This is an optimization exercise on Yosys and OpenROAD, whose aim is small area, a short achievable clock period and few clock cycles per item, not a production implementation.
Where RTL was checked, it was by simulation tests only, not by an equivalence proof against the original.
Power figures rest on the tool's default switching activity, not on a simulated workload.

==> flow/design.v <==
package mdic_pkg;
	localparam int PORT_DIMS = 4;
	localparam int SIZE_W    = 16;
	localparam int IDX_IN_W  = 17;
	localparam int DIMS_W    = 3;
	localparam int CFG_IDX_W = 3;
	localparam int CFG_DAT_W = 16;
	localparam int DEF_MAX_DIMS    = 4;
	localparam int DEF_INDEX_WIDTH = 16;
	localparam logic [CFG_IDX_W-1:0] CFG_SIZE_0 = 3'd0;
	localparam logic [CFG_IDX_W-1:0] CFG_SIZE_1 = 3'd1;
	localparam logic [CFG_IDX_W-1:0] CFG_SIZE_2 = 3'd2;
	localparam logic [CFG_IDX_W-1:0] CFG_SIZE_3 = 3'd3;
	localparam logic [CFG_IDX_W-1:0] CFG_DIMS   = 3'd4;
	localparam logic MODE_LOAD = 1'b0;
	localparam logic MODE_STEP = 1'b1;
	typedef struct packed {
		logic [PORT_DIMS-1:0][SIZE_W-1:0] size;
		logic [DIMS_W-1:0]                dims;
	} cfg_t;
	typedef struct packed {
		logic [PORT_DIMS-1:0][SIZE_W-1:0] pos;
		logic                             oor;
		logic                             err;
	} result_t;
endpackage
module mdic_cfg_regs (
	input  logic                 clk,
	input  logic                 arst_n,
	input  logic                 cfg_valid,
	output logic                 cfg_ready,
	input  logic [mdic_pkg::CFG_IDX_W-1:0] cfg_index,
	input  logic [mdic_pkg::CFG_DAT_W-1:0] cfg_data,
	output logic [mdic_pkg::PORT_DIMS-1:0][mdic_pkg::SIZE_W-1:0] size,
	output logic [mdic_pkg::PORT_DIMS-1:0] act
);
	logic [mdic_pkg::PORT_DIMS-1:1] act_q;
	assign cfg_ready = 1'b1;
	assign act       = {act_q, 1'b1};
	always_ff @(posedge clk or negedge arst_n) begin
		if (!arst_n) begin
			for (int i = 0; i < mdic_pkg::PORT_DIMS; i++) begin
				size[i] <= mdic_pkg::SIZE_W'(1);
			end
			act_q <= '0;
		end else if (cfg_valid) begin
			case (cfg_index)
				mdic_pkg::CFG_SIZE_0: size[0] <= cfg_data;
				mdic_pkg::CFG_SIZE_1: size[1] <= cfg_data;
				mdic_pkg::CFG_SIZE_2: size[2] <= cfg_data;
				mdic_pkg::CFG_SIZE_3: size[3] <= cfg_data;
				mdic_pkg::CFG_DIMS: begin
					act_q[1] <= (cfg_data[2:0] >= 3'd2);
					act_q[2] <= (cfg_data[2:0] >= 3'd3);
					act_q[3] <= (cfg_data[2:0] >= 3'd4);
				end
				default: begin
				end
			endcase
		end
	end
endmodule
module mdic_next_pos (
	input  logic [mdic_pkg::PORT_DIMS-1:0][mdic_pkg::SIZE_W-1:0]   size,
	input  logic [mdic_pkg::PORT_DIMS-1:0]                         act,
	input  logic                                                   mode,
	input  logic [mdic_pkg::PORT_DIMS-1:0][mdic_pkg::IDX_IN_W-1:0] index,
	input  logic [mdic_pkg::PORT_DIMS-1:0][mdic_pkg::SIZE_W-1:0]   pos_cur,
	output logic [mdic_pkg::PORT_DIMS-1:0][mdic_pkg::SIZE_W-1:0]   pos_nxt,
	output logic                                                   oor,
	output logic                                                   err
);
	localparam int D = mdic_pkg::PORT_DIMS;
	localparam int W = mdic_pkg::SIZE_W;
	logic [D-1:0]        wrap;
	logic [D-1:0]        carry;
	logic [D-1:0]        is_out;
	logic [D-1:0]        ld_bad;
	logic [D-1:0]        ld_ovr;
	logic [D-1:0][W-1:0] ld_val;
	logic [D-1:0][W-1:0] inc;
	logic                at_end;
	logic                ld_err;
	for (genvar d = 0; d < D; d++) begin : g_dig
		logic          neg;
		logic [W:0]    sum;
		logic [W-1:0]  e;
		logic [W-1:0]  ok;
		assign neg       = index[d][W];
		assign sum       = {1'b0, size[d]} + {1'b0, index[d][W-1:0]};
		assign ld_bad[d] = act[d] & neg & !sum[W];
		assign ld_val[d] = neg ? sum[W-1:0] : index[d][W-1:0];
		assign ld_ovr[d] = act[d] & !neg & (index[d][W-1:0] >= size[d]);
		assign e     = ~(pos_cur[d] ^ size[d]);
		assign ok[0] = !e[0];
		for (genvar j = 1; j < W; j++) begin : g_ok
			assign ok[j] = (e[j] == (size[d][j-1] | e[j-1]));
		end
		assign wrap[d]   = (&ok) & (size[d][W-1] | e[W-1]);
		assign inc[d]    = pos_cur[d] + 1'b1;
		assign is_out[d] = act[d] & (pos_cur[d] >= size[d]);
	end
	always_comb begin
		carry[D-1] = 1'b1;
		for (int d = D - 2; d >= 0; d--) begin
			carry[d] = act[d+1] ? (carry[d+1] & wrap[d+1]) : 1'b1;
		end
	end
	assign at_end = (|is_out) | (carry[0] & wrap[0]);
	assign ld_err = |ld_bad;
	always_comb begin
		for (int d = 0; d < D; d++) begin
			if (mode == mdic_pkg::MODE_LOAD) begin
				if (ld_err) begin
					pos_nxt[d] = pos_cur[d];
				end else begin
					pos_nxt[d] = act[d] ? ld_val[d] : '0;
				end
			end else begin
				if (!act[d]) begin
					pos_nxt[d] = '0;
				end else if (at_end) begin
					pos_nxt[d] = size[d];
				end else if (!carry[d]) begin
					pos_nxt[d] = pos_cur[d];
				end else if (wrap[d]) begin
					pos_nxt[d] = '0;
				end else begin
					pos_nxt[d] = inc[d];
				end
			end
		end
	end
	always_comb begin
		if (mode == mdic_pkg::MODE_LOAD) begin
			oor = ld_err ? (|is_out) : (|ld_ovr);
		end else begin
			oor = at_end;
		end
	end
	assign err = (mode == mdic_pkg::MODE_LOAD) & ld_err;
endmodule
module multi_dim_index_counter #(
	parameter int MAX_DIMS    = mdic_pkg::DEF_MAX_DIMS,
	parameter int INDEX_WIDTH = mdic_pkg::DEF_INDEX_WIDTH
) (
	input  logic                       clk,
	input  logic                       arst_n,
	input  logic                       cfg_valid,
	output logic                       cfg_ready,
	input  logic [mdic_pkg::CFG_IDX_W-1:0]       cfg_index,
	input  logic [mdic_pkg::CFG_DAT_W-1:0]       cfg_data,
	input  logic                       in_valid,
	output logic                       in_ready,
	input  logic                       mode,
	input  logic signed [mdic_pkg::IDX_IN_W-1:0] index_0,
	input  logic signed [mdic_pkg::IDX_IN_W-1:0] index_1,
	input  logic signed [mdic_pkg::IDX_IN_W-1:0] index_2,
	input  logic signed [mdic_pkg::IDX_IN_W-1:0] index_3,
	output logic                       out_valid,
	input  logic                       out_ready,
	output logic [mdic_pkg::SIZE_W-1:0]          pos_0,
	output logic [mdic_pkg::SIZE_W-1:0]          pos_1,
	output logic [mdic_pkg::SIZE_W-1:0]          pos_2,
	output logic [mdic_pkg::SIZE_W-1:0]          pos_3,
	output logic                       overrun,
	output logic                       load_error
);
	localparam int D = mdic_pkg::PORT_DIMS;
	localparam int W = mdic_pkg::SIZE_W;
	logic [D-1:0][W-1:0] size;
	logic [D-1:0]        act;
	logic [D-1:0][W-1:0] position_q;
	logic [D-1:0][W-1:0] pos_nxt;
	logic                oor_nxt;
	logic                err_nxt;
	logic                valid_q;
	logic                oor_q;
	logic                err_q;
	logic                advance;
	logic                in_acc;
	mdic_cfg_regs u_cfg (
		.clk       (clk),
		.arst_n    (arst_n),
		.cfg_valid (cfg_valid),
		.cfg_ready (cfg_ready),
		.cfg_index (cfg_index),
		.cfg_data  (cfg_data),
		.size      (size),
		.act       (act)
	);
	mdic_next_pos u_next (
		.size    (size),
		.act     (act),
		.mode    (mode),
		.index   ({index_3, index_2, index_1, index_0}),
		.pos_cur (position_q),
		.pos_nxt (pos_nxt),
		.oor     (oor_nxt),
		.err     (err_nxt)
	);
	assign advance  = !valid_q || out_ready;
	assign in_ready = advance;
	assign in_acc   = in_valid && advance;
	always_ff @(posedge clk or negedge arst_n) begin
		if (!arst_n) begin
			position_q <= '0;
			valid_q    <= 1'b0;
		end else begin
			if (advance) begin
				valid_q <= in_valid;
			end
			if (in_acc) begin
				position_q <= pos_nxt;
			end
		end
	end
	always_ff @(posedge clk) begin
		if (in_acc) begin
			oor_q <= oor_nxt;
			err_q <= err_nxt;
		end
	end
	assign out_valid  = valid_q;
	assign pos_0      = position_q[0];
	assign pos_1      = act[1] ? position_q[1] : '0;
	assign pos_2      = act[2] ? position_q[2] : '0;
	assign pos_3      = act[3] ? position_q[3] : '0;
	assign overrun    = oor_q;
	assign load_error = err_q;
endmodule
==> flow/config.mk <==
export PLATFORM = sky130hd
export DESIGN_NAME = multi_dim_index_counter
export DESIGN_NICKNAME = multi_dim_index_counter
export VERILOG_FILES = /design/flow/design.v
export SDC_FILE = /design/flow/constraint.sdc
export NUM_CORES = 4
export LEC_CHECK = 0
export CAP_MARGIN = 20
export CORE_MARGIN = 2
export CORE_UTILIZATION = 40
export SETUP_SLACK_MARGIN = 3.0
export SLEW_MARGIN = 20
==> flow/constraint.sdc <==
create_clock -name core_clock -period 6.5 [get_ports {clk}]
set_input_delay 1.3000 -clock core_clock [delete_from_list [all_inputs] [get_ports {clk}]]
set_output_delay 1.3000 -clock core_clock [all_outputs]
set_load 0.01 [all_outputs]
run.sh (not shown) runs the stock make flow with config.mk's settings and CLKGATE_MAP_FILE= SYNTH_SCRIPT=/design/flow/synth_recipe.tcl, a recipe that flattens the netlist after the stock synthesis.
Testbench counts at the start, summed over its fixed seeds: cycles 51,868, items 38,400.
Edit:
--- a/flow/design.v
+++ b/flow/design.v
@@ -67,8 +67,8 @@
 	input  logic [mdic_pkg::PORT_DIMS-1:0][mdic_pkg::IDX_IN_W-1:0] index,
 	input  logic [mdic_pkg::PORT_DIMS-1:0][mdic_pkg::SIZE_W-1:0]   pos_cur,
 	output logic [mdic_pkg::PORT_DIMS-1:0][mdic_pkg::SIZE_W-1:0]   pos_nxt,
-	output logic                                                   oor,
-	output logic                                                   err
+	output logic                                                   err,
+	output logic                                                   oor_cur
 );
 	localparam int D = mdic_pkg::PORT_DIMS;
 	localparam int W = mdic_pkg::SIZE_W;
@@ -76,7 +76,6 @@
 	logic [D-1:0]        carry;
 	logic [D-1:0]        is_out;
 	logic [D-1:0]        ld_bad;
-	logic [D-1:0]        ld_ovr;
 	logic [D-1:0][W-1:0] ld_val;
 	logic [D-1:0][W-1:0] inc;
 	logic                at_end;
@@ -84,21 +83,21 @@
 	for (genvar d = 0; d < D; d++) begin : g_dig
 		logic          neg;
 		logic [W:0]    sum;
-		logic [W-1:0]  e;
-		logic [W-1:0]  ok;
+		logic [W:0]    ones;    
+		logic [W:0]    ge_p;    
 		assign neg       = index[d][W];
 		assign sum       = {1'b0, size[d]} + {1'b0, index[d][W-1:0]};
 		assign ld_bad[d] = act[d] & neg & !sum[W];
 		assign ld_val[d] = neg ? sum[W-1:0] : index[d][W-1:0];
-		assign ld_ovr[d] = act[d] & !neg & (index[d][W-1:0] >= size[d]);
-		assign e     = ~(pos_cur[d] ^ size[d]);
-		assign ok[0] = !e[0];
-		for (genvar j = 1; j < W; j++) begin : g_ok
-			assign ok[j] = (e[j] == (size[d][j-1] | e[j-1]));
-		end
-		assign wrap[d]   = (&ok) & (size[d][W-1] | e[W-1]);
-		assign inc[d]    = pos_cur[d] + 1'b1;
-		assign is_out[d] = act[d] & (pos_cur[d] >= size[d]);
+		assign ones[0] = 1'b1;
+		assign ge_p[0] = 1'b1;
+		for (genvar j = 0; j < W; j++) begin : g_bit
+			assign ones[j+1] = ones[j] & pos_cur[d][j];
+			assign inc[d][j] = pos_cur[d][j] ^ ones[j];
+			assign ge_p[j+1] = (pos_cur[d][j] & !size[d][j]) | (!(pos_cur[d][j] ^ size[d][j]) & ge_p[j]);
+		end
+		assign wrap[d]   = !ones[W] & (inc[d] == size[d]);
+		assign is_out[d] = act[d] & ge_p[W];
 	end
 	always_comb begin
 		carry[D-1] = 1'b1;
@@ -131,13 +130,7 @@
 			end
 		end
 	end
-	always_comb begin
-		if (mode == mdic_pkg::MODE_LOAD) begin
-			oor = ld_err ? (|is_out) : (|ld_ovr);
-		end else begin
-			oor = at_end;
-		end
-	end
+	assign oor_cur = |is_out;
 	assign err = (mode == mdic_pkg::MODE_LOAD) & ld_err;
 endmodule
 module multi_dim_index_counter #(
@@ -172,10 +165,9 @@
 	logic [D-1:0]        act;
 	logic [D-1:0][W-1:0] position_q;
 	logic [D-1:0][W-1:0] pos_nxt;
-	logic                oor_nxt;
+	logic                oor_cur;
 	logic                err_nxt;
 	logic                valid_q;
-	logic                oor_q;
 	logic                err_q;
 	logic                advance;
 	logic                in_acc;
@@ -196,8 +188,8 @@
 		.index   ({index_3, index_2, index_1, index_0}),
 		.pos_cur (position_q),
 		.pos_nxt (pos_nxt),
-		.oor     (oor_nxt),
-		.err     (err_nxt)
+		.err     (err_nxt),
+		.oor_cur (oor_cur)
 	);
 	assign advance  = !valid_q || out_ready;
 	assign in_ready = advance;
@@ -217,7 +209,6 @@
 	end
 	always_ff @(posedge clk) begin
 		if (in_acc) begin
-			oor_q <= oor_nxt;
 			err_q <= err_nxt;
 		end
 	end
@@ -226,6 +217,6 @@
 	assign pos_1      = act[1] ? position_q[1] : '0;
 	assign pos_2      = act[2] ? position_q[2] : '0;
 	assign pos_3      = act[3] ? position_q[3] : '0;
-	assign overrun    = oor_q;
+	assign overrun    = oor_cur;
 	assign load_error = err_q;
 endmodule
The new run completed with no timing, DRC or antenna violations.
Routed wire length decreases by 15%.
Clock skew increases by 0.0064 ns.
Cell area decreases by 9.0%.
Power increases by 1.3%.
Clock power barely changes.
Sequential share of layout area increases by 1.7 points.
Sequential power decreases by about 4%.
First-iteration DRC count decreases by 19%.
Synthesized cell count decreases by 19%.
Fmax decreases by 24%.
Area after synthesis decreases by 14%.
No functional check of the RTL was part of the second run of this note.

---

## north
Starts from the design.v that is shown in full above.
Settings: LEC_CHECK=0, CAP_MARGIN=20, CORE_MARGIN=2, CORE_UTILIZATION=65, CTS_BUF_LIST=sky130_fd_sc_hd__clkbuf_4 sky130_fd_sc_hd__clkbuf_8, PLACE_DENSITY=0.75, SETUP_SLACK_MARGIN=3.0, SLEW_MARGIN=20; clock period 6.5 ns.
standard.sh (not shown) runs the stock make flow with config.mk's settings and CLKGATE_MAP_FILE= SYNTH_SCRIPT=/design/flow/synth_recipe.tcl, a recipe that flattens the netlist after the stock synthesis.
==> flow/flow/run.sh <==
#!/bin/bash
# Own layout flow: the standard layout (standard.sh, ORFS from synthesis to
# finish, with the standard synthesis unchanged), except that the port buffers
# are plain sky130_fd_sc_hd__buf_2 cells instead of the delay cells ORFS picks
# by default. Every input and output port still gets its own buffer.
set -euo pipefail
bash standard.sh "BUFFER_PORTS_ARGS=-buffer_cell sky130_fd_sc_hd__buf_2" finish > standard_make.log 2>&1
test -f out/final.def
Testbench counts of north, summed over its fixed seeds: cycles 51,868, items 38,400.
What south does differently from north at the input level:
diff --git a/flow/design.v b/flow/design.v
--- a/flow/design.v
+++ b/flow/design.v
@@ -66,8 +66,9 @@
 	input  logic                                                   mode,
 	input  logic [mdic_pkg::PORT_DIMS-1:0][mdic_pkg::IDX_IN_W-1:0] index,
 	input  logic [mdic_pkg::PORT_DIMS-1:0][mdic_pkg::SIZE_W-1:0]   pos_cur,
 	output logic [mdic_pkg::PORT_DIMS-1:0][mdic_pkg::SIZE_W-1:0]   pos_nxt,
+	output logic [mdic_pkg::PORT_DIMS-1:0]                         pos_upd,
 	output logic                                                   oor,
 	output logic                                                   err
 );
 	localparam int D = mdic_pkg::PORT_DIMS;
@@ -110,20 +111,16 @@
 	assign ld_err = |ld_bad;
 	always_comb begin
 		for (int d = 0; d < D; d++) begin
 			if (mode == mdic_pkg::MODE_LOAD) begin
-				if (ld_err) begin
-					pos_nxt[d] = pos_cur[d];
-				end else begin
-					pos_nxt[d] = act[d] ? ld_val[d] : '0;
-				end
+				pos_upd[d] = !ld_err;
+				pos_nxt[d] = act[d] ? ld_val[d] : '0;
 			end else begin
+				pos_upd[d] = !act[d] | at_end | carry[d];
 				if (!act[d]) begin
 					pos_nxt[d] = '0;
 				end else if (at_end) begin
 					pos_nxt[d] = size[d];
-				end else if (!carry[d]) begin
-					pos_nxt[d] = pos_cur[d];
 				end else if (wrap[d]) begin
 					pos_nxt[d] = '0;
 				end else begin
 					pos_nxt[d] = inc[d];
@@ -171,8 +168,9 @@
 	logic [D-1:0][W-1:0] size;
 	logic [D-1:0]        act;
 	logic [D-1:0][W-1:0] position_q;
 	logic [D-1:0][W-1:0] pos_nxt;
+	logic [D-1:0]        pos_upd;
 	logic                oor_nxt;
 	logic                err_nxt;
 	logic                valid_q;
 	logic                oor_q;
@@ -195,8 +193,9 @@
 		.mode    (mode),
 		.index   ({index_3, index_2, index_1, index_0}),
 		.pos_cur (position_q),
 		.pos_nxt (pos_nxt),
+		.pos_upd (pos_upd),
 		.oor     (oor_nxt),
 		.err     (err_nxt)
 	);
 	assign advance  = !valid_q || out_ready;
@@ -209,10 +208,12 @@
 		end else begin
 			if (advance) begin
 				valid_q <= in_valid;
 			end
-			if (in_acc) begin
-				position_q <= pos_nxt;
+			for (int d = 0; d < D; d++) begin
+				if (in_acc && pos_upd[d]) begin
+					position_q[d] <= pos_nxt[d];
+				end
 			end
 		end
 	end
 	always_ff @(posedge clk) begin
==> comparison <==
In summary, south completed successfully, with a layout that passed the timing, DRC and antenna checks. south: cell count after placement is 19 lower than what north reported. south vs north, worst slack at placement went down by 0.023 ns. Hold slack on south is behind north. Going from north to south, final layout net count shrinks by 57. Count of clock-buffer cells in the layout in south is 3 lower than in north. Relative area change from synthesis to final layout in south is 4.4 points below north. [compare] base=north new=south: iteration count of the initial detailed-routing pass lost 2; cell area shrank by about 3.4%; area enclosed by the die boundary increased 0.32%.
Testbench counts of south, summed over its fixed seeds: cycles 51,868, items 38,400.

==> re-timing with driven ports <==
How much do the figures lean on ideal ports? The routed layouts below were timed once more, with nothing changed but the port constraints. Step 1 sets driving cells, clkbuf_16 on the clock port and buf_2 on the other inputs (assumed; they add their load-dependent delay and slew). Step 2 adds t to the input delays and takes it off the output delays; t is the mean of the earliest and latest rising clock arrival at the registers after step 1. Input paths then give back, and output paths get back, about the clock's delay inside the block. Slacks: ideal / step 1 / step 2; pairs: ideal / step 1.
run | t (ns) | setup WS [ns] | hold slack, ns | latest minus earliest clock arrival (ns)
the first run of note 1 | 0.496 | 2.662 / 2.675 / 2.178 | 0.537 / 0.537 / 0.537 | 0.010 / 0.011
the second run of note 1 | 0.489 | 1.417 / 1.417 / 1.417 | 0.541 / 0.541 / 0.541 | 0.017 / 0.016
north | 0.514 | 2.810 / 2.802 / 2.289 | 0.540 / 0.540 / 0.540 | 0.035 / 0.035
south | 0.536 | 2.883 / 2.879 / 2.344 | 0.536 / 0.536 / 0.536 | 0.018 / 0.017
After both steps every run listed still meets setup and hold. The setup slack of south, which loses most, moves by -0.004 ns with the drivers and by -0.539 ns with both steps.
